Context: an optimization exercise on an open-source flow, tuned for small area and a short achievable clock period. The choices shown serve that exercise and are no tape-out recipe.
In this exercise RTL edits were held to simulation tests only and were not proved equivalent to the original.
No activity file was given, so power comes from the tool's default toggle rates.

== lane 1 ==
Design mul32_pipe, start of the top module:
module mul32_pipe (
    input  logic               clk,
    input  logic               rst_n,
    input  logic [31:0]        a,
    input  logic [31:0]        b,
    input  logic               mode,    
    output logic [31:0]        hi,
    output logic [31:0]        lo
);
For scale: about 830 flip-flops, about 130 I/O pins, roughly 40000 um^2 of cells after synthesis.
export LEC_CHECK = 0
export ABC_AREA = 1
export CAP_MARGIN = 20
export CORE_MARGIN = 2
export CORE_UTILIZATION = 55
export CTS_CLUSTER_DIAMETER = 80
export CTS_CLUSTER_SIZE = 30
export PLACE_DENSITY = 0.7
export SETUP_SLACK_MARGIN = 4.75
export SLEW_MARGIN = 20
export SYNTH_HIERARCHICAL = 1
create_clock -name core_clock -period 7.0 [get_ports {clk}]
run.sh (not shown) runs the stock make flow with config.mk's settings and CLKGATE_MAP_FILE= SYNTH_SCRIPT=/design/flow/synth_recipe.tcl, a recipe that flattens the netlist after the stock synthesis.
Relative to lane 1, the following input files were edited for lane 2:
Settings: SETUP_SLACK_MARGIN: 4.75 -> 4.6; CORE_UTILIZATION: 55 -> 40; PLACE_DENSITY: 0.7 -> unset.
Notes after the runs:
- In lane 2 the sequential cell area share turned out 3.5 points higher than in lane 1.
- Lane 2 reports a lower total power than lane 1 does.
- Lane 2 reports a lower via count of the first global-routing pass than lane 1 does.
- Relative to lane 1, x dimension of the die increased by about 17% in lane 2.
What lane 3 does differently from lane 2 at the input level:
Settings: an added PLACE_DENSITY of 0.8; a change of CORE_UTILIZATION from 40 to 65.
Findings:
Lane 3 closes out successfully: all stages finished, all timing, DRC and antenna checks passed.
Re share of the core filled with cells in the final layout: lane 3 is 29 points up on lane 2.
Compared with lane 2, in lane 3 critical path depth higher; number of global-route vias before repair increased 2708.
For full die area, dividing the value from lane 3 by the value from lane 2 gives 0.62.
What lane 4 does differently from lane 3 at the input level:
Settings: PLACE_DENSITY: 0.8 -> 0.7; CORE_UTILIZATION: 65 -> 55.
## What came out
Between lane 3 and lane 4, the flow reports number of nets in the final layout decreasing slightly. Lower fraction of power consumed by the clock network goes to lane 3 over lane 4. Compared to lane 3, the routing of lane 4 uses less wire. The lower worst endpoint data arrival time came out of lane 4. In the tables for lane 4 and lane 3, portion of total power attributed to sequential cells reads lower with lane 3. met1 usage in global routing down 6.8 points in lane 4 wrt lane 3. Compare lane 4 and lane 3 | global-route usage higher: lane 3. Against lane 3, lane 4 reports a register-to-register slack that is higher. Lane 4 vs lane 3: global routing usage on met3 down. Total power (lane 4 vs. lane 3) decreases by a few percent. Lane 3 ended up with r3_cs[20] as its start point of the critical path; lane 4 ended up with r2_l1[149]. Lane 4 ends up with lower number of cells traversed by the worst register-to-register path than lane 3 does.
What lane 5 does differently from lane 4 at the input level:
Settings: SETUP_SLACK_MARGIN changed from 4.6 to 4.5.
Findings:
Looking at capture point of the critical path, the p_q[4][15] result is from lane 5; the r3_cs[59] one comes from lane 4.
Of the two values seen for critical path launch point, r2_l1[149] was produced by lane 4 and r3_cs[1] by lane 5.
Going from lane 4 to lane 5, worst-case setup slack after placement moved down; worst hold margin up 0.0098 ns.
Via count of the first global-routing pass was lower in the run labelled lane 5.
Time the worst path needs with I/O delays and setup in lane 5 is 0.078 ns above lane 4.

---

Another version of the RTL of mul32_pipe (not shown whole).
## mul32_pipe
module mul32_pipe (
    input  logic               clk,
    input  logic               rst_n,
    input  logic [31:0]        a,
    input  logic [31:0]        b,
    input  logic               mode,    
    output logic [31:0]        hi,
    output logic [31:0]        lo
);
    logic [31:0] a_q;
    logic        sa_q;
    logic [15:0] one_q;    
    logic [15:0] two_q;    
    logic [15:0] neg_q;    
    logic        t16_q;    
    logic        sb;
    assign sb = mode & b[31];
    always_ff @(posedge clk)
    begin
        a_q   <= a;
        sa_q  <= mode & a[31];
        one_q[0] <= b[0] ^ 1'b0;
        two_q[0] <= (b[1] & ~b[0] & ~1'b0) | (~b[1] & b[0] & 1'b0);
        neg_q[0] <= b[1];
        one_q[1] <= b[2] ^ b[1];
        two_q[1] <= (b[3] & ~b[2] & ~b[1]) | (~b[3] & b[2] & b[1]);
        neg_q[1] <= b[3];
        one_q[2] <= b[4] ^ b[3];
  ...
==> flow/config.mk <==
export PLATFORM = sky130hd
export DESIGN_NAME = mul32_pipe
export DESIGN_NICKNAME = mul32_pipe
export VERILOG_FILES = /design/flow/design.v
export SDC_FILE = /design/flow/constraint.sdc
export NUM_CORES = 4
export LEC_CHECK = 0
export ABC_AREA = 1
export CAP_MARGIN = 20
export CORE_MARGIN = 2
export CORE_UTILIZATION = 40
export SETUP_SLACK_MARGIN = 4.0
export SLEW_MARGIN = 20
==> flow/constraint.sdc <==
create_clock -name core_clock -period 7.0 [get_ports {clk}]
set_input_delay 1.4000 -clock core_clock [delete_from_list [all_inputs] [get_ports {clk}]]
set_output_delay 1.4000 -clock core_clock [all_outputs]
set_load 0.01 [all_outputs]
The first run passed the timing, design-rule and antenna checks.
Change:
--- a/flow/config.mk
+++ b/flow/config.mk
@@ -10,4 +10,4 @@
 export CORE_MARGIN = 2
 export CORE_UTILIZATION = 40
-export SETUP_SLACK_MARGIN = 4.0
+export SETUP_SLACK_MARGIN = 4.4
 export SLEW_MARGIN = 20
The new run finished clean.
Sequential share of layout area goes down by 2.0 points.
Final area grows by a few percent.
Clock power goes up by a few percent.
Setup slack improves by 0.16 ns.
Final cell count increases by a few percent.
Die area stays the same.
Change:
--- a/flow/config.mk
+++ b/flow/config.mk
@@ -10,4 +10,4 @@
 export CORE_MARGIN = 2
 export CORE_UTILIZATION = 40
-export SETUP_SLACK_MARGIN = 4.4
+export SETUP_SLACK_MARGIN = 4.7
 export SLEW_MARGIN = 20
Setup slack loses 0.020 ns.
Combinational power came out higher by about 7%.
Design area came out higher by 6.3%.
Sequential share of layout area came out lower by 1.7 points.
Clock skew came out lower by 0.017 ns.
Change:
--- a/flow/config.mk
+++ b/flow/config.mk
@@ -10,4 +10,3 @@
 export CORE_MARGIN = 2
 export CORE_UTILIZATION = 40
-export SETUP_SLACK_MARGIN = 4.7
 export SLEW_MARGIN = 20
=> Clock power shrinks by 6.0%. Worst hold slack barely changes. Synthesized area stays the same. Total power shrinks by 6.2%. Global-route usage shrinks by 4.2 points. Worst setup slack got worse by 0.74 ns. Count of clock-buffer cells in the layout grows by 8. Synthesized cell count stays the same. Sequential power shrinks by about 0.8%. Fmax shrinks by 21%.

[port drivers added, routing unchanged]
No port has a modelled driver above. Below, the same layouts with a new extraction and two added sets of constraints.
Step 1 (the two cells are an assumption about what drives the block):
set clk [get_ports {clk}]
set_driving_cell -lib_cell sky130_fd_sc_hd__clkbuf_16 $clk
set_driving_cell -lib_cell sky130_fd_sc_hd__buf_2 [delete_from_list [all_inputs] $clk]
Step 2 adds t to the input delays and takes it off the output delays; t is the mean of the earliest and latest rising clock arrival at the registers after step 1. Input paths then give back, and output paths get back, about the clock's delay inside the block.
a / b / c = ideal / step 1 / step 2; a / b = the first two.
run | t (ns) | setup WS [ns] | worst setup path at the end | worst register clock-pin slew, ns
lane 1 | 0.705 | 4.233 / 4.233 / 4.233 | register to register | 0.11 / 0.11
lane 2 | 0.698 | 4.487 / 4.422 / 4.110 | input to register | 0.11 / 0.11
lane 3 | 0.684 | 4.426 / 4.426 / 4.092 | input to register | 0.11 / 0.11
lane 4 | 0.680 | 4.514 / 4.452 / 4.061 | input to register | 0.11 / 0.11
lane 5 | 0.683 | 4.436 / 4.436 / 4.034 | input to register | 0.11 / 0.11
the first run of note 2 | 0.746 | 3.999 / 3.999 / 3.999 | register to register | 0.06 / 0.06
the second run of note 2 | 0.750 | 4.163 / 4.163 / 4.082 | input to register | 0.07 / 0.07
the third run of note 2 | 0.777 | 4.143 / 4.143 / 4.143 | register to register | 0.08 / 0.08
the fourth run of note 2 | 0.743 | 3.404 / 3.404 / 3.404 | register to register | 0.06 / 0.06
After both steps setup and hold are still met in every run listed. For lane 4, which loses most, drivers alone change the setup slack by -0.062 ns; drivers and shift together by -0.453 ns.
